From an optimization exercise on the open Yosys and OpenROAD flow, aimed at small area, a short achievable clock period and few clock cycles; shortcuts taken in it are not production practice.
RTL that was checked went through simulation tests only; none was proved equivalent to the original.
The RTL of run 2 was laid out without a check of its function.
Power is estimated from default activity; no workload was simulated.

==> design/flow/design.v <==
package rpvd_pkg;
    localparam int COLUMN_BITS    = 12;
    localparam int ROW_BITS       = 12;
    localparam int VALUE_BITS     = 32;
    localparam int THRESHOLD_BITS = 31;
    localparam int BOUND_BITS     = 32;
    localparam int CFG_INDEX_BITS = 3;
    localparam int CFG_DATA_BITS  = 32;
    typedef enum logic [CFG_INDEX_BITS-1:0] {
        REG_THRESHOLD          = 3'd0,
        REG_PEAK_GATE_ENABLE   = 3'd1,
        REG_PEAK_FLOOR         = 3'd2,
        REG_VALLEY_GATE_ENABLE = 3'd3,
        REG_VALLEY_CEILING     = 3'd4
    } cfg_reg_t;
    typedef struct packed {
        logic [THRESHOLD_BITS-1:0] threshold;
        logic                      peak_gate_enable;
        logic [BOUND_BITS-1:0]     peak_floor;
        logic                      valley_gate_enable;
        logic [BOUND_BITS-1:0]     valley_ceiling;
    } cfg_t;
    typedef struct packed {
        logic                   is_valley;
        logic [COLUMN_BITS-1:0] column;
        logic [ROW_BITS-1:0]    row;
        logic [VALUE_BITS-1:0]  value;
    } result_t;
endpackage
module rpvd_cfg (
    input  logic                                clk,
    input  logic                                rst_n,
    input  logic                                cfg_valid,
    output logic                                cfg_ready,
    input  logic [rpvd_pkg::CFG_INDEX_BITS-1:0] cfg_index,
    input  logic [rpvd_pkg::CFG_DATA_BITS-1:0]  cfg_data,
    output rpvd_pkg::cfg_t                      cfg
);
    rpvd_pkg::cfg_t cfg_reg;
    logic [rpvd_pkg::CFG_DATA_BITS-1:0] data;
    logic           write;
    assign cfg_ready = 1'b1;
    assign cfg       = cfg_reg;
    assign data      = rst_n ? cfg_data : '0;
    assign write     = !rst_n || cfg_valid;
    always_ff @(posedge clk)
    begin
        if (write && (!rst_n || cfg_index == rpvd_pkg::REG_THRESHOLD))
            cfg_reg.threshold <= data[rpvd_pkg::THRESHOLD_BITS-1:0];
        if (write && (!rst_n || cfg_index == rpvd_pkg::REG_PEAK_GATE_ENABLE))
            cfg_reg.peak_gate_enable <= data[0];
        if (write && (!rst_n || cfg_index == rpvd_pkg::REG_PEAK_FLOOR))
            cfg_reg.peak_floor <= data[rpvd_pkg::BOUND_BITS-1:0];
        if (write && (!rst_n || cfg_index == rpvd_pkg::REG_VALLEY_GATE_ENABLE))
            cfg_reg.valley_gate_enable <= data[0];
        if (write && (!rst_n || cfg_index == rpvd_pkg::REG_VALLEY_CEILING))
            cfg_reg.valley_ceiling <= data[rpvd_pkg::BOUND_BITS-1:0];
    end
endmodule
module rpvd_core (
    input  logic                             clk,
    input  logic                             rst_n,
    input  logic                             sample_valid,
    output logic                             sample_ready,
    input  logic [31:0]                      sample,
    input  logic                             row_start,
    input  logic                             frame_start,
    input  rpvd_pkg::cfg_t                   cfg,
    output logic                             result_valid,
    input  logic                             result_ready,
    output logic                             is_valley,
    output logic [rpvd_pkg::COLUMN_BITS-1:0] column,
    output logic [rpvd_pkg::ROW_BITS-1:0]    row,
    output logic [rpvd_pkg::VALUE_BITS-1:0]  value
);
    logic               in_valid_reg, skid_valid_reg, ready_reg;
    logic signed [31:0] in_s, skid_s;
    logic               in_rs, in_fs, skid_rs, skid_fs;
    logic signed [31:0] a_value_reg, b_value_reg;
    logic [11:0]        a_column_reg, b_column_reg;
    logic [11:0]        column_reg, row_reg;
    logic               seek_reg;
    logic               result_valid_reg;
    logic               is_valley_reg;
    logic               stall, consume, in_load, accept;
    logic               line_start;
    logic [11:0]        column_next, row_next;
    logic               beyond_a;
    logic               hit, gate_ok, event_valid;
    assign stall        = result_valid_reg && !result_ready;
    assign consume      = in_valid_reg && !stall;
    assign in_load      = !in_valid_reg || !stall;
    assign sample_ready = ready_reg;
    assign accept       = sample_valid && !skid_valid_reg;
    always_ff @(posedge clk or negedge rst_n)
    begin
        if (!rst_n)
        begin
            in_valid_reg   <= 1'b0;
            skid_valid_reg <= 1'b0;
            ready_reg      <= 1'b1;
        end
        else if (in_load)
        begin
            in_valid_reg   <= skid_valid_reg || accept;
            skid_valid_reg <= 1'b0;
            ready_reg      <= 1'b1;
        end
        else if (accept)
        begin
            skid_valid_reg <= 1'b1;
            ready_reg      <= 1'b0;
        end
    end
    always_ff @(posedge clk)
    begin
        if (in_load)
        begin
            if (skid_valid_reg)
            begin
                in_s  <= skid_s;
                in_rs <= skid_rs;
                in_fs <= skid_fs;
            end
            else
            begin
                in_s  <= sample;
                in_rs <= row_start;
                in_fs <= frame_start;
            end
        end
        if (!skid_valid_reg)
        begin
            skid_s  <= sample;
            skid_rs <= row_start;
            skid_fs <= frame_start;
        end
    end
    assign line_start = in_rs || in_fs;
    always_comb
    begin
        if (line_start)
            column_next = '0;
        else if (column_reg != 12'hFFF)
            column_next = column_reg + 1'b1;
        else
            column_next = column_reg;
        if (in_fs)
            row_next = '0;
        else if (in_rs && row_reg != 12'hFFF)
            row_next = row_reg + 1'b1;
        else
            row_next = row_reg;
    end
    function automatic logic carry_out(input logic [63:0] g_in, input logic [63:0] p_in);
        logic [63:0] g, p;
        g = g_in;
        p = p_in;
        for (int w = 1; w < 64; w = w * 2)
        begin
            for (int i = 0; i + w < 64; i = i + 2 * w)
            begin
                g[i] = g[i + w] | (p[i + w] & g[i]);
                p[i] = p[i + w] & p[i];
            end
        end
        carry_out = g[0];
    endfunction
    function automatic logic [1:0] order(input logic [31:0] x, input logic [31:0] y);
        logic [31:0] lt, gt;
        lt = ~x & y;
        gt = x & ~y;
        lt[31] = x[31] & ~y[31];
        gt[31] = ~x[31] & y[31];
        for (int w = 1; w < 32; w = w * 2)
        begin
            for (int i = 0; i + w < 32; i = i + 2 * w)
            begin
                lt[i] = lt[i + w] | (~gt[i + w] & lt[i]);
                gt[i] = gt[i + w] | (~lt[i + w] & gt[i]);
            end
        end
        order = {lt[0], gt[0]};
    endfunction
    function automatic logic less(input logic [31:0] x, input logic [31:0] y);
        logic [31:0] xu, yu;
        logic [63:0] g, p;
        xu = x ^ 32'h8000_0000;
        yu = y ^ 32'h8000_0000;
        g  = {32'h0000_0000, ~xu & yu};
        p  = {32'hFFFF_FFFF, ~xu | yu};
        less = carry_out(g, p);
    endfunction
    function automatic logic [1:0] hysteresis(input logic [31:0] x, input logic [30:0] t,
                                              input logic [31:0] y);
        logic [33:0] xe, te, ye, sum, cx, cy;
        logic [63:0] g, p, h, q;
        xe  = {{2{x[31]}}, x};
        te  = {3'b000, t};
        ye  = {{2{y[31]}}, y};
        sum = xe ^ te ^ ~ye;
        cx  = {(xe[32:0] & te[32:0]) | (xe[32:0] & ~ye[32:0]) | (te[32:0] & ~ye[32:0]), 1'b1};
        cy  = {(ye[32:0] & te[32:0]) | (ye[32:0] & ~xe[32:0]) | (te[32:0] & ~xe[32:0]), 1'b1};
        g   = {31'h0, sum[32:0] & cx[32:0]};
        p   = {31'h7FFF_FFFF, sum[32:0] | cx[32:0]};
        h   = {31'h0, sum[32:0] & cy[32:0]};
        q   = {31'h7FFF_FFFF, sum[32:0] | cy[32:0]};
        hysteresis = {sum[33] ^ cx[33] ^ carry_out(g, p), sum[33] ^ cy[33] ^ carry_out(h, q)};
    endfunction
    logic [1:0]  order_a;
    logic        peak_cond, valley_cond;
    logic [31:0] k_lo, k_hi;
    assign order_a     = order(in_s, a_value_reg);
    assign beyond_a    = seek_reg ? order_a[0] : order_a[1];
    assign {peak_cond, valley_cond} = hysteresis(in_s, cfg.threshold, a_value_reg);
    assign hit         = !line_start && (seek_reg ? peak_cond : valley_cond);
    assign k_lo = seek_reg ? cfg.peak_floor : a_value_reg;
    assign k_hi = seek_reg ? a_value_reg : cfg.valley_ceiling;
    assign gate_ok  = (a_column_reg != '0)
                      && ((seek_reg ? !cfg.peak_gate_enable : !cfg.valley_gate_enable)
                          || less(k_lo, k_hi));
    assign event_valid = consume && hit && gate_ok;
    always_ff @(posedge clk or negedge rst_n)
    begin
        if (!rst_n)
        begin
            a_value_reg  <= '0;
            a_column_reg <= '0;
            column_reg   <= '0;
            row_reg      <= '0;
            seek_reg     <= 1'b1;
        end
        else if (consume)
        begin
            column_reg <= column_next;
            row_reg    <= row_next;
            if (in_fs)
                seek_reg <= 1'b1;
            else if (hit)
                seek_reg <= !seek_reg;
            if (line_start || beyond_a || hit)
            begin
                a_value_reg  <= in_s;
                a_column_reg <= column_next;
            end
        end
    end
    always_ff @(posedge clk)
    begin
        if (consume && hit)
        begin
            b_value_reg  <= a_value_reg;
            b_column_reg <= a_column_reg;
        end
    end
    always_ff @(posedge clk or negedge rst_n)
    begin
        if (!rst_n)
        begin
            result_valid_reg <= 1'b0;
            is_valley_reg    <= 1'b0;
        end
        else if (!stall)
        begin
            result_valid_reg <= event_valid;
            if (event_valid)
                is_valley_reg <= !seek_reg;
        end
    end
    assign result_valid = result_valid_reg;
    assign is_valley    = is_valley_reg;
    assign column       = b_column_reg;
    assign row          = row_reg;
    assign value        = b_value_reg;
endmodule
module row_peak_valley_detector #(
    parameter int MAX_COLUMNS = 4096,
    parameter int MAX_ROWS    = 4096,
    parameter int SAMPLE_BITS = 32
) (
    input  logic                                clk,
    input  logic                                rst_n,
    input  logic                                cfg_valid,
    output logic                                cfg_ready,
    input  logic [rpvd_pkg::CFG_INDEX_BITS-1:0] cfg_index,
    input  logic [rpvd_pkg::CFG_DATA_BITS-1:0]  cfg_data,
    input  logic                                sample_valid,
    output logic                                sample_ready,
    input  logic [SAMPLE_BITS-1:0]              sample,
    input  logic                                row_start,
    input  logic                                frame_start,
    output logic                                result_valid,
    input  logic                                result_ready,
    output logic                                is_valley,
    output logic [rpvd_pkg::COLUMN_BITS-1:0]    column,
    output logic [rpvd_pkg::ROW_BITS-1:0]       row,
    output logic [rpvd_pkg::VALUE_BITS-1:0]     value
);
    rpvd_pkg::cfg_t cfg;
    rpvd_cfg u_cfg (
        .clk       (clk),
        .rst_n     (rst_n),
        .cfg_valid (cfg_valid),
        .cfg_ready (cfg_ready),
        .cfg_index (cfg_index),
        .cfg_data  (cfg_data),
        .cfg       (cfg)
    );
    rpvd_core u_core (
        .clk          (clk),
        .rst_n        (rst_n),
        .sample_valid (sample_valid),
        .sample_ready (sample_ready),
        .sample       (sample),
        .row_start    (row_start),
        .frame_start  (frame_start),
        .cfg          (cfg),
        .result_valid (result_valid),
        .result_ready (result_ready),
        .is_valley    (is_valley),
        .column       (column),
        .row          (row),
        .value        (value)
    );
endmodule
==> design/flow/flow/run.sh <==
#!/bin/bash
# The standard layout (standard.sh), with these changes:
# - timing repair aims for a setup slack of 6.8 ns (a 10 ns clock, so about 3.2 ns);
# - the port buffers are plain sky130_fd_sc_hd__buf_1 cells;
# - the clock tree clusters up to 24 flip-flops per leaf buffer.
# Synthesis and repair also leave out slow complex cells (4-input and/or gates,
# majority, and-or-invert cells with many inputs), which ORFS cannot restructure.
# The full output of the ORFS make run goes to flow.log.
bash standard.sh SETUP_SLACK_MARGIN=6.8 "BUFFER_PORTS_ARGS=-buffer_cell sky130_fd_sc_hd__buf_1" CTS_CLUSTER_SIZE=24 CTS_CLUSTER_DIAMETER=80 "DONT_USE_CELLS=sky130_fd_sc_hd__lpflow_bleeder_1 sky130_fd_sc_hd__lpflow_clkbufkapwr_1 sky130_fd_sc_hd__lpflow_clkbufkapwr_16 sky130_fd_sc_hd__lpflow_clkbufkapwr_2 sky130_fd_sc_hd__lpflow_clkbufkapwr_4 sky130_fd_sc_hd__lpflow_clkbufkapwr_8 sky130_fd_sc_hd__lpflow_clkinvkapwr_1 sky130_fd_sc_hd__lpflow_clkinvkapwr_16 sky130_fd_sc_hd__lpflow_clkinvkapwr_2 sky130_fd_sc_hd__lpflow_clkinvkapwr_4 sky130_fd_sc_hd__lpflow_clkinvkapwr_8 sky130_fd_sc_hd__lpflow_decapkapwr_12 sky130_fd_sc_hd__lpflow_decapkapwr_3 sky130_fd_sc_hd__lpflow_decapkapwr_4 sky130_fd_sc_hd__lpflow_decapkapwr_6 sky130_fd_sc_hd__lpflow_decapkapwr_8 sky130_fd_sc_hd__lpflow_inputiso0n_1 sky130_fd_sc_hd__lpflow_inputiso0p_1 sky130_fd_sc_hd__lpflow_inputiso1n_1 sky130_fd_sc_hd__lpflow_inputiso1p_1 sky130_fd_sc_hd__lpflow_inputisolatch_1 sky130_fd_sc_hd__lpflow_isobufsrc_1 sky130_fd_sc_hd__lpflow_isobufsrc_16 sky130_fd_sc_hd__lpflow_isobufsrc_2 sky130_fd_sc_hd__lpflow_isobufsrc_4 sky130_fd_sc_hd__lpflow_isobufsrc_8 sky130_fd_sc_hd__lpflow_isobufsrckapwr_16 sky130_fd_sc_hd__lpflow_lsbuf_lh_hl_isowell_tap_1 sky130_fd_sc_hd__lpflow_lsbuf_lh_hl_isowell_tap_2 sky130_fd_sc_hd__lpflow_lsbuf_lh_hl_isowell_tap_4 sky130_fd_sc_hd__lpflow_lsbuf_lh_isowell_4 sky130_fd_sc_hd__lpflow_lsbuf_lh_isowell_tap_1 sky130_fd_sc_hd__lpflow_lsbuf_lh_isowell_tap_2 sky130_fd_sc_hd__lpflow_lsbuf_lh_isowell_tap_4 sky130_fd_sc_hd__probe_p_8 sky130_fd_sc_hd__probec_p_8 sky130_fd_sc_hd__or4_1 sky130_fd_sc_hd__or4_2 sky130_fd_sc_hd__or4_4 sky130_fd_sc_hd__or4b_1 sky130_fd_sc_hd__or4b_2 sky130_fd_sc_hd__or4b_4 sky130_fd_sc_hd__or4bb_1 sky130_fd_sc_hd__or4bb_2 sky130_fd_sc_hd__or4bb_4 sky130_fd_sc_hd__and4_1 sky130_fd_sc_hd__and4_2 sky130_fd_sc_hd__and4_4 sky130_fd_sc_hd__and4b_1 sky130_fd_sc_hd__and4b_2 sky130_fd_sc_hd__and4b_4 sky130_fd_sc_hd__and4bb_1 sky130_fd_sc_hd__and4bb_2 sky130_fd_sc_hd__and4bb_4 sky130_fd_sc_hd__nor4_1 sky130_fd_sc_hd__nor4_2 sky130_fd_sc_hd__nor4_4 sky130_fd_sc_hd__nor4b_1 sky130_fd_sc_hd__nor4b_2 sky130_fd_sc_hd__nor4b_4 sky130_fd_sc_hd__nor4bb_1 sky130_fd_sc_hd__nor4bb_2 sky130_fd_sc_hd__nor4bb_4 sky130_fd_sc_hd__a2111o_1 sky130_fd_sc_hd__a2111o_2 sky130_fd_sc_hd__a2111o_4 sky130_fd_sc_hd__a2111oi_0 sky130_fd_sc_hd__a2111oi_1 sky130_fd_sc_hd__a2111oi_2 sky130_fd_sc_hd__a2111oi_4 sky130_fd_sc_hd__o2111a_1 sky130_fd_sc_hd__o2111a_2 sky130_fd_sc_hd__o2111a_4 sky130_fd_sc_hd__o2111ai_1 sky130_fd_sc_hd__o2111ai_2 sky130_fd_sc_hd__o2111ai_4 sky130_fd_sc_hd__a311o_1 sky130_fd_sc_hd__a311o_2 sky130_fd_sc_hd__a311o_4 sky130_fd_sc_hd__a311oi_1 sky130_fd_sc_hd__a311oi_2 sky130_fd_sc_hd__a311oi_4 sky130_fd_sc_hd__o311a_1 sky130_fd_sc_hd__o311a_2 sky130_fd_sc_hd__o311a_4 sky130_fd_sc_hd__o311ai_0 sky130_fd_sc_hd__o311ai_1 sky130_fd_sc_hd__o311ai_2 sky130_fd_sc_hd__o311ai_4 sky130_fd_sc_hd__a41o_1 sky130_fd_sc_hd__a41o_2 sky130_fd_sc_hd__a41o_4 sky130_fd_sc_hd__a41oi_1 sky130_fd_sc_hd__a41oi_2 sky130_fd_sc_hd__a41oi_4 sky130_fd_sc_hd__o41a_1 sky130_fd_sc_hd__o41a_2 sky130_fd_sc_hd__o41a_4 sky130_fd_sc_hd__o41ai_1 sky130_fd_sc_hd__o41ai_2 sky130_fd_sc_hd__o41ai_4 sky130_fd_sc_hd__maj3_1 sky130_fd_sc_hd__maj3_2 sky130_fd_sc_hd__maj3_4 sky130_fd_sc_hd__mux4_1 sky130_fd_sc_hd__mux4_2 sky130_fd_sc_hd__mux4_4 sky130_fd_sc_hd__xor3_1 sky130_fd_sc_hd__xor3_2 sky130_fd_sc_hd__xor3_4 sky130_fd_sc_hd__xnor3_1 sky130_fd_sc_hd__xnor3_2 sky130_fd_sc_hd__xnor3_4 sky130_fd_sc_hd__a2bb2o_1 sky130_fd_sc_hd__a2bb2o_2 sky130_fd_sc_hd__a2bb2o_4 sky130_fd_sc_hd__o2bb2a_1 sky130_fd_sc_hd__o2bb2a_2 sky130_fd_sc_hd__o2bb2a_4 sky130_fd_sc_hd__a32o_1 sky130_fd_sc_hd__a32o_2 sky130_fd_sc_hd__a32o_4 sky130_fd_sc_hd__a32oi_1 sky130_fd_sc_hd__a32oi_2 sky130_fd_sc_hd__a32oi_4 sky130_fd_sc_hd__o32a_1 sky130_fd_sc_hd__o32a_2 sky130_fd_sc_hd__o32a_4 sky130_fd_sc_hd__o32ai_1 sky130_fd_sc_hd__o32ai_2 sky130_fd_sc_hd__o32ai_4 sky130_fd_sc_hd__a222oi_1" finish > flow.log 2>&1
==> design/flow/standard.sh <==
#!/bin/bash
# synth_recipe.tcl (not shown) runs the flow's synth.tcl, then flattens the netlist and writes it again
# the make line also repeats each setting of config.mk as NAME=value (left out here)
make -C /OpenROAD-flow-scripts/flow DESIGN_CONFIG=/design/flow/config.mk WORK_HOME=/design/flow/orfs CLKGATE_MAP_FILE= SYNTH_SCRIPT=/design/flow/synth_recipe.tcl "${@:-finish}"
==> design/flow/config.mk <==
export PLATFORM = sky130hd
export DESIGN_NAME = row_peak_valley_detector
export DESIGN_NICKNAME = row_peak_valley_detector
export VERILOG_FILES = /design/flow/design.v
export SDC_FILE = /design/flow/constraint.sdc
export NUM_CORES = 4
export LEC_CHECK = 0
export CAP_MARGIN = 20
export CORE_MARGIN = 2
export CORE_UTILIZATION = 40
export PLACE_DENSITY = 0.6
export SETUP_SLACK_MARGIN = 0.5
export SLEW_MARGIN = 20
==> design/flow/constraint.sdc <==
create_clock -name core_clock -period 10.0 [get_ports {clk}]
set_input_delay 2.0000 -clock core_clock [delete_from_list [all_inputs] [get_ports {clk}]]
set_output_delay 2.0000 -clock core_clock [all_outputs]
set_load 0.01 [all_outputs]
==> results of run 1 <==
-- cell families after synthesis --
family / after synthesis / share of synthesized area, %
AND/OR/NAND/NOR: 314 / 10.9
AO/OA/AOI/OAI: 283 / 13.8
flip-flops: 283 / 55.5
buffers and inverters: 106 / 3.10
multiplexers: 79 / 6.18
adder cells (fa/ha/maj): 66 / 9.21
XOR/XNOR: 19 / 1.19
other: 1 / 0.0267
-- metrics by stage --
stage               utilization, %  hold WS, ns  cells  worst slack (ns)
finish                        48.3        0.462   1827              6.64
global placement              43.8        0.432   1726              5.51
detailed placement            43.8        0.437   1726              5.46
global route                  48.3        0.469   1827              6.49
CTS                           47.4        0.463   1810              6.63
floorplan                        -        0.425   1151              5.97
-- cells in the mapped netlist (7+ instances only) --
cell type / count
sky130_fd_sc_hd__a211oi_1: 10
sky130_fd_sc_hd__a21oi_1: 46
sky130_fd_sc_hd__a221oi_1: 14
sky130_fd_sc_hd__a22o_1: 9
sky130_fd_sc_hd__a22oi_1: 14
sky130_fd_sc_hd__a31oi_1: 24
sky130_fd_sc_hd__and2_1: 35
sky130_fd_sc_hd__and3_1: 10
sky130_fd_sc_hd__clkbuf_1: 11
sky130_fd_sc_hd__dfrtp_1: 72
sky130_fd_sc_hd__dfxtp_1: 34
sky130_fd_sc_hd__edfxtp_1: 175
sky130_fd_sc_hd__fa_1: 62
sky130_fd_sc_hd__inv_1: 73
sky130_fd_sc_hd__inv_2: 8
sky130_fd_sc_hd__mux2_2: 41
sky130_fd_sc_hd__mux2i_1: 33
sky130_fd_sc_hd__nand2_1: 69
sky130_fd_sc_hd__nand2b_1: 26
sky130_fd_sc_hd__nand3_1: 20
sky130_fd_sc_hd__nand4_1: 12
sky130_fd_sc_hd__nor2_1: 92
sky130_fd_sc_hd__nor2b_1: 14
sky130_fd_sc_hd__nor3_1: 23
sky130_fd_sc_hd__o211ai_1: 11
sky130_fd_sc_hd__o21ai_0: 43
sky130_fd_sc_hd__o21bai_1: 7
sky130_fd_sc_hd__o221ai_1: 14
sky130_fd_sc_hd__o22ai_1: 28
sky130_fd_sc_hd__o31ai_1: 14
sky130_fd_sc_hd__xnor2_1: 7
sky130_fd_sc_hd__xor2_1: 12
-- layout make-up --
class / count / area [sq um] / area share (%)
Clock inverter: 10 / 111 / 0.667
Multi-Input combinational cell: 762 / 6070 / 36.4
Inverter: 85 / 358 / 2.14
Sequential cell: 283 / 7820 / 46.8
Clock buffer: 23 / 512 / 3.06
Timing Repair Buffer: 209 / 1260 / 7.52
Tap cell: 455 / 569 / 3.41
-- critical path, stage by stage (launching register included) --
cell and delay [ns]:
sky130_fd_sc_hd__dfrtp_1 0.41, sky130_fd_sc_hd__inv_4 0.08, sky130_fd_sc_hd__fa_2 0.63, sky130_fd_sc_hd__o22a_1 0.16
sky130_fd_sc_hd__nand4_1 0.13, sky130_fd_sc_hd__buf_4 0.17, sky130_fd_sc_hd__a221oi_2 0.17, sky130_fd_sc_hd__o211a_1 0.18
sky130_fd_sc_hd__o211ai_1 0.09, sky130_fd_sc_hd__nand4_1 0.12, sky130_fd_sc_hd__and3b_1 0.20, sky130_fd_sc_hd__o211a_1 0.23
sky130_fd_sc_hd__nor3_4 0.06, sky130_fd_sc_hd__buf_6 0.15, sky130_fd_sc_hd__clkbuf_16 0.16, sky130_fd_sc_hd__mux2_4 0.29
-- final timing paths --
path | endpoint | slack (ns) | cells after the start
max in group asynchronous | u_core.a_value_reg[4]$_DFFE_PN0P_ | 7.23 | 3
setup / recovery | u_core.a_column_reg[5]$_DFFE_PN0P_ | 6.64 | 15
hold reg to reg | u_core.b_column_reg[8]$_DFFE_PP_ | 0.46 | 0
min in group asynchronous | u_core.a_value_reg[17]$_DFFE_PN0P_ | 1.42 | 1
setup reg to reg | u_core.a_column_reg[5]$_DFFE_PN0P_ | 6.64 | 15
hold / removal | u_core.b_column_reg[8]$_DFFE_PP_ | 0.46 | 0
-- report_power, final --
group / total (mW) / switching, mW / leakage (nW) / internal (mW)
Combinational: 1.08 / 0.616 / 3.17 / 0.463
Sequential: 1.47 / 0.103 / 2.92 / 1.37
Clock: 0.821 / 0.433 / 0.305 / 0.389
-- repair_timing --
item / in CTS / in global routing
endpoints found under the setup margin: 99 / 106
setup buffers: 49 / 15
cloned: 2 / 2
pin swaps: 9 / 27
gates resized for setup: 74 / 44
-- metal layers --
layer | track usage, % | share of wire [%]
met3 | 2.40 | 5.9
met5 | 0 | 0
met2 | 31.2 | 47
met1 | 27.0 | 45
met4 | 4.50 | 1.9
==> summary.md, run 1 <==
| Metric | Value |
|---|---|
| Power, Total | 3.38 mW |
| Post-route clock period utilization | 33.6% |
| Setup crit end kind | register |
| Hold Crit Start | u_core.a_column_reg[8]$_DFFE_PN0P_ |
| Endpoints failing hold | 0 |
| Hold buffer count at cts | 0 |
| Routed wirelength normalized by instance count | 19.4 microns |
| Number of flip-flops under the largest register name | 97 |
| Shortest clock period the worst path allows after layout | 3.36 ns |
| Port buffer count | 132 |
| Worst-case clock buffer depth | 3 |
| Worst Setup Start Kind | register |
| Wire length of the first global-routing pass | 53,600 microns |
| Final Instance Area | 0.0167 sq mm |
| CTS tree | built |
| Number of filler cells placed in the layout | 3,190 |
| Overflow left after global routing | 0 |
| RD Place Congestion | 0.880 |
| Area growth, synth to finish | 19.1% |
| Die Height | 191 microns |
| Sequential fraction of the synthesis area | 55.5% |
| Total track usage | 19.1% |
| CTS H-Tree Depth | 1 |
| Final-report setup violation count | 0 |
| Number of global-route vias before repair | 9,578 |
| Crit Path Class | reg2reg |
| Final Skew | 0.0339 ns |
| Final max-slew violation count | 0 |
| Leading cell type in the layout, fill and taps excluded | sky130_fd_sc_hd__edfxtp_1 |
| Crit Reg-Reg Startpoint | u_core.a_value_reg[13]$_DFFE_PN0P_ |
| Most frequent cells in the layout | 175 x sky130_fd_sc_hd__edfxtp_1, 130 x sky130_fd_sc_hd__buf_1, 90 x sky130_fd_sc_hd__nor2_1 |
| Cell at the root of the clock tree | sky130_fd_sc_hd__clkbuf_16 |
| Top flip-flop cell by instance count after synthesis | sky130_fd_sc_hd__edfxtp_1 |
| Antenna violations before repair | 0 |
| Inserted Clock Buffers | 19 |
| Synth area leader | sky130_fd_sc_hd__edfxtp_1 |
| RSZ-0062 raised after global routing | true |
| Total die area | 0.0366 sq mm |
| Placed standard-cell area | 0.0151 sq mm |
| Horizontal die dimension | 191 microns |
| Yosys reg bits | 283 |
| Routed WL | 35,500 microns |
| Final-stage net count | 1,500 |
| Clock transition at path regs | 0.10 ns |
| Most area-consuming cells after synthesis | sky130_fd_sc_hd__edfxtp_1 37%, sky130_fd_sc_hd__dfrtp_1 13%, sky130_fd_sc_hd__fa_1 8.8% |
| CP Data Arrival Time | 3.76 ns |
| Maximum clock rate | 298 MHz |
| Warnings from Yosys | 2 |
| Hold WC Path Type | reg2reg |
| Power per standard cell area | 202 mW/mm^2 |
| Leakage power of the design | 6.39 nW |
| # diodes | 0 |
| Outcome | finished clean |
| Transition time at the pin with the least slew margin | 0.954 ns |
| Initial Utilization | 40.6% |
| Core area | 0.0345 sq mm |
| CP startpoint | u_core.a_value_reg[13]$_DFFE_PN0P_ |
| CP max FO | 10 |
| Number of cell rows | 68 |
| Residual DRC count | 0 |
| Number of antenna-violating nets in the routed design | 0 |
| Count of clock tree sinks | 283 |
| Maximum number of pins on one net before global-route repair | 46 |
| Ports | 134 |
| Count of flip-flops with a built-in enable after synthesis | 175 |
| Number of instances in the synthesized netlist | 1,151 |
| Vias per std cell | 5.43 |
| Syn Nets | 1,291 |
| Maximum VDD drop | 0.128 mV |
| Summed instance area of the synthesized netlist | 0.0140 sq mm |
| Total via count after detailed routing | 9,928 |
| Max-Cap Viols | 0 |
| Placed wire-length estimate | 24,500 microns |
| Async S/R FF share, synth | 26.1% |
| Fraction of final layout cells sized beyond drive strength 1 | 19.5% |
| Top-area cell type share of the netlist area | 37.5% |
| Mapped Avg Cell Area | 12.2 sq um |
| Distinct cell type count after synthesis | 63 |
| Total Neg Setup Slack | 0 ns |
| Detailed-router iteration count before antenna repair | 6 |
| Number of design-rule violations left by the first detailed-router iteration | 720 |
| Worst rel slew slack | 36.4% |
| Data required time at the worst endpoint | 10.41 ns |
| Clock latency on the worst-skew pair | 0.54 ns |
Testbench counts, summed over its fixed seeds: cycles 64,112.
==> run 2: changes to the inputs <==
--- a/design/flow/design.v
+++ b/design/flow/design.v
@@ -208,12 +208,13 @@
         hysteresis = {sum[33] ^ cx[33] ^ carry_out(g, p), sum[33] ^ cy[33] ^ carry_out(h, q)};
     endfunction
     logic [1:0]  order_a;
-    logic        peak_cond, valley_cond;
+    logic        peak_cond, valley_cond, turn;
     logic [31:0] k_lo, k_hi;
     assign order_a     = order(in_s, a_value_reg);
     assign beyond_a    = seek_reg ? order_a[0] : order_a[1];
     assign {peak_cond, valley_cond} = hysteresis(in_s, cfg.threshold, a_value_reg);
-    assign hit         = !line_start && (seek_reg ? peak_cond : valley_cond);
+    assign turn        = seek_reg ? peak_cond : valley_cond;
+    assign hit         = !line_start && turn;
     assign k_lo = seek_reg ? cfg.peak_floor : a_value_reg;
     assign k_hi = seek_reg ? a_value_reg : cfg.valley_ceiling;
     assign gate_ok  = (a_column_reg != '0)
@@ -238,7 +239,7 @@
                 seek_reg <= 1'b1;
             else if (hit)
                 seek_reg <= !seek_reg;
-            if (line_start || beyond_a || hit)
+            if (line_start || beyond_a || turn)
             begin
                 a_value_reg  <= in_s;
                 a_column_reg <= column_next;
==> summary.md, run 2 <==
| Metric | Value |
|---|---|
| Maximum clock rate | 293 MHz (was 298 MHz) |
| Worst-case clock buffer depth | 3 (unchanged) |
| Final-report setup violation count | 0 (unchanged) |
| Most area-consuming cells after synthesis | sky130_fd_sc_hd__edfxtp_1 37%, sky130_fd_sc_hd__dfrtp_1 13%, sky130_fd_sc_hd__fa_1 8.8% (unchanged) |
| Final Instance Area | 0.0170 sq mm (was 0.0167 sq mm) |
| Shortest clock period the worst path allows after layout | 3.41 ns (was 3.36 ns) |
| Count of flip-flops with a built-in enable after synthesis | 175 (unchanged) |
| Leading cell type in the layout, fill and taps excluded | sky130_fd_sc_hd__edfxtp_1 (unchanged) |
| Core area | 0.0346 sq mm (was 0.0345 sq mm) |
| Power per standard cell area | 196 mW/mm^2 (was 202 mW/mm^2) |
| Inserted Clock Buffers | 18 (was 19) |
| Post-route clock period utilization | 34.1% (was 33.6%) |
| Wire length of the first global-routing pass | 56,200 microns (was 53,600 microns) |
| Clock transition at path regs | 0.08 ns (was 0.10 ns) |
| Maximum number of pins on one net before global-route repair | 57 (was 46) |
| Sequential fraction of the synthesis area | 55.2% (was 55.5%) |
| Top-area cell type share of the netlist area | 37.3% (was 37.5%) |
| Area growth, synth to finish | 20.7% (was 19.1%) |
| Inst Count DP | 1,728 (was 1,726) |
| Top flip-flop cell by instance count after synthesis | sky130_fd_sc_hd__edfxtp_1 (unchanged) |
| Hold WC Path Type | reg2reg (unchanged) |
| RD Place Congestion | 0.850 (was 0.880) |
| Final cell utilization of the core | 49.1% (was 48.3%) |
| Detailed-router iteration count before antenna repair | 7 (was 6) |
| CTS tree | built (unchanged) |
| Switching power | 1.10 mW (was 1.15 mW) |
| Vias per std cell | 5.40 (was 5.43) |
| Crit Path Class | reg2reg (unchanged) |
| Mapped Avg Cell Area | 12.2 sq um (about the same) |
| Sequential share of power | 44.3% (was 43.7%) |
| Number of filler cells placed in the layout | 3,104 (was 3,190) |
| Placed standard-cell area | 0.0152 sq mm (was 0.0151 sq mm) |
| Maximum VDD drop | 0.114 mV (was 0.128 mV) |
| Overflow left after global routing | 0 (unchanged) |
| Final max-slew violation count | 0 (unchanged) |
| RSZ-0062 raised after global routing | true (unchanged) |
| Initial Utilization | 40.7% (was 40.6%) |
| Final-stage net count | 1,521 (was 1,500) |
| Distinct cell type count after synthesis | 73 (was 63) |
| Number of global-route vias before repair | 9,953 (was 9,578) |
| Clock power frac | 24.7% (was 24.3%) |
| Worst Setup Start Kind | register (unchanged) |
| Syn Nets | 1,297 (was 1,291) |
| Count of clock tree sinks | 283 (unchanged) |
| Most common cell in the netlist | sky130_fd_sc_hd__edfxtp_1 (unchanged) |
| Total via count after detailed routing | 9,978 (was 9,928) |
| Number of antenna-violating nets in the routed design | 0 (unchanged) |
| Warnings from Yosys | 2 (unchanged) |
| Leakage power of the design | 6.47 nW (was 6.39 nW) |
| Cell at the root of the clock tree | sky130_fd_sc_hd__clkbuf_16 (unchanged) |
| Fraction of power spent switching nets | 33.1% (was 34.1%) |
| Share of power burned in combinational logic | 31.0% (was 32.0%) |
| Number of flip-flops under the largest register name | 97 (unchanged) |
| Residual DRC count | 0 (unchanged) |
| Max-Cap Viols | 0 (unchanged) |
| Number of design-rule violations left by the first detailed-router iteration | 687 (was 720) |
| Transition time at the pin with the least slew margin | 1.01 ns (was 0.954 ns) |
| Worst rel slew slack | 32.9% (was 36.4%) |
| Async S/R FF share, synth | 26.1% (unchanged) |
| Endpoints failing hold | 0 (unchanged) |
| Antenna violations before repair | 0 (unchanged) |
| # diodes | 0 (unchanged) |
| Number of instances in the synthesized netlist | 1,157 (was 1,151) |
| Horizontal die dimension | 192 microns (was 191 microns) |
| Most common library cells after synthesis | 175 x sky130_fd_sc_hd__edfxtp_1, 85 x sky130_fd_sc_hd__nor2_1, 72 x sky130_fd_sc_hd__dfrtp_1, 69 x sky130_fd_sc_hd__inv_1, 68 x sky130_fd_sc_hd__nand2_1 (was 175 x sky130_fd_sc_hd__edfxtp_1, 92 x sky130_fd_sc_hd__nor2_1, 73 x sky130_fd_sc_hd__inv_1, 72 x sky130_fd_sc_hd__dfrtp_1, 69 x sky130_fd_sc_hd__nand2_1) |
| CP max FO | 6 (was 10) |
| Routed wirelength normalized by instance count | 19.7 microns (was 19.4 microns) |
| Placed wire-length estimate | 24,700 microns (was 24,500 microns) |
| CP Data Arrival Time | 3.81 ns (was 3.76 ns) |
| Yosys reg bits | 283 (unchanged) |
| Hold buffer count at cts | 0 (unchanged) |
| CTS H-Tree Depth | 1 (unchanged) |
| Clock latency on the worst-skew pair | 0.52 ns (was 0.54 ns) |
| Final standard cell count with taps included and fillers excluded | 1,848 (was 1,827) |
| Data required time at the worst endpoint | 10.40 ns (was 10.41 ns) |
| Total track usage | 20.0% (was 19.1%) |
| Final Skew | 0.0253 ns (was 0.0339 ns) |
| Summed instance area of the synthesized netlist | 0.0141 sq mm (was 0.0140 sq mm) |
| Ports | 134 (unchanged) |
| Synth area leader | sky130_fd_sc_hd__edfxtp_1 (unchanged) |
| Fraction of final layout cells sized beyond drive strength 1 | 20.4% (was 19.5%) |
| Routed WL | 36,500 microns (was 35,500 microns) |
| Most frequent cells in the layout | 175 x sky130_fd_sc_hd__edfxtp_1, 130 x sky130_fd_sc_hd__buf_1, 81 x sky130_fd_sc_hd__nor2_1 (was 175 x sky130_fd_sc_hd__edfxtp_1, 130 x sky130_fd_sc_hd__buf_1, 90 x sky130_fd_sc_hd__nor2_1) |
| Setup crit end kind | register (unchanged) |
| Total die area | 0.0368 sq mm (was 0.0366 sq mm) |
| Number of cell rows | 68 (unchanged) |
| Port buffer count | 132 (unchanged) |
| Outcome | finished clean (unchanged) |
| Int Power | 2.24 mW (was 2.22 mW) |
| Total Neg Setup Slack | 0 ns (unchanged) |
| Die Height | 192 microns (was 191 microns) |
## run 2: cell count changes after synthesis, sizes merged, moves of 4 or more
cell,before,now
o221ai,14,10
nor2,92,85
nand2b,26,31
o2bb2ai,6,2
nand3,20,27
o21ai,49,59
nor3,25,21
a211oi,10,16
## run 2: final cells by class
| cell class | instances | area (sq um) | share of cell area, % |
|---|---|---|---|
| flip-flops and latches | 283 | 7820 | 46.0 |
| multi-input cells | 774 | 6260 | 36.8 |
| repair buffers | 221 | 1410 | 8.29 |
| well taps | 455 | 569 | 3.35 |
| clock buffers | 24 | 504 | 2.96 |
| inverters | 83 | 339 | 1.99 |
| clock inverters | 8 | 113 | 0.662 |
## run 2: stage by stage
| step | hold slack, ns | worst slack, ns | power (mW) |
|---|---|---|---|
| floorplan | 0.442 | 6.00 | 2.07 |
| global placement | 0.451 | 5.38 | 2.30 |
| detailed placement | 0.459 | 5.33 | 2.32 |
| CTS | 0.479 | 6.69 | 3.29 |
| global route | 0.489 | 6.46 | 3.52 |
| finish | 0.477 | 6.59 | 3.34 |
## run 2: worst paths after layout
path                                             startpoint                            endpoint  slack [ns]  cells after the start
worst max-delay path            u_cfg.cfg_reg[96]$_DFFE_PP_  u_core.a_column_reg[6]$_DFFE_PN0P_        6.59                     12
worst max register to register  u_cfg.cfg_reg[96]$_DFFE_PP_  u_core.a_column_reg[6]$_DFFE_PN0P_        6.59                     12
worst min register to register    u_core.skid_s[28]$_DFF_P_           u_core.skid_s[28]$_DFF_P_        0.48                      1
max in group asynchronous                             rst_n  u_core.a_value_reg[11]$_DFFE_PN0P_        7.83                      2
min in group asynchronous                             rst_n  u_core.a_column_reg[0]$_DFFE_PN0P_        1.47                      1
worst min-delay path              u_core.skid_s[28]$_DFF_P_           u_core.skid_s[28]$_DFF_P_        0.48                      1
## run 2: cell families after synthesis
kind of cell,synth area share (%)
and+or+nand+nor,11.3
buffers and inverters,3.14
muxes,6.10
adders and majority gates,9.16
other,0.0266
AOI/OAI and AO/OA,13.8
xor gates and xnor gates,1.24
DFF,55.2
## run 2: what timing repair did
| action | CTS | global route |
|---|---|---|
| gates resized for setup | 95 | 32 |
| setup buffers | 59 | 21 |
| pin swaps | 34 | 25 |
| endpoints found under the setup margin | 256 | 101 |
| cloned | 6 | 2 |
## run 2: worst max-delay path, stage by stage (launching register included)
cell and delay (ns):
sky130_fd_sc_hd__edfxtp_1 0.43, sky130_fd_sc_hd__fa_2 0.67, sky130_fd_sc_hd__o22ai_2 0.10, sky130_fd_sc_hd__nor2_2 0.22
sky130_fd_sc_hd__and2_4 0.19, sky130_fd_sc_hd__o211ai_1 0.13, sky130_fd_sc_hd__a211o_1 0.35, sky130_fd_sc_hd__o21ai_4 0.14
sky130_fd_sc_hd__and3b_2 0.26, sky130_fd_sc_hd__o211ai_4 0.18, sky130_fd_sc_hd__buf_12 0.21, sky130_fd_sc_hd__nand3_4 0.11
sky130_fd_sc_hd__mux2_4 0.31
## run 2: power groups by stage
stage          Combinational [mW]  Sequential (mW)  Clock (mW)
2_1_floorplan               0.596             1.47           0
3_3_place_gp                0.784             1.51           0
3_5_place_dp                0.799             1.52           0
4_1_cts                     0.967             1.48       0.847
5_1_grt                      1.13             1.50       0.894
6_report                     1.04             1.48       0.824
## run 2: metal layers
metal  wire, microns  GRT usage [%]  part of all wire [%]
met3            1910           2.10                   5.2
met1           16400           28.3                    45
met2           17400           33.4                    48
met4             827           4.44                   2.3
met5               0              0                     0

[port drivers added, routing unchanged]
No port has a modelled driver above. Below, the same layouts with a new extraction and two added sets of constraints. Step 1, drivers: a clkbuf_16 drives clk and a buf_2 each remaining input, both assumed. Step 2 times the ports against the registers' clock, not the clock port: input delays grow and output delays shrink by t, the midpoint of the rising clock arrivals with the driver on. Slacks: ideal ports / drivers / drivers and shift; pairs: ideal ports / drivers.
run	t (ns)	slack for setup (ns)	slew at the worst register clock pin (ns)	worst data-port slew with drivers (ns)
run 1	0.575	6.644 / 6.644 / 6.407	0.10 / 0.10	0.06
run 2	0.558	6.591 / 6.591 / 6.119	0.09 / 0.09	0.05
After both steps every run listed still meets setup and hold. For run 2, which loses most, drivers alone change the setup slack by 0.000 ns; drivers and shift together by -0.472 ns.
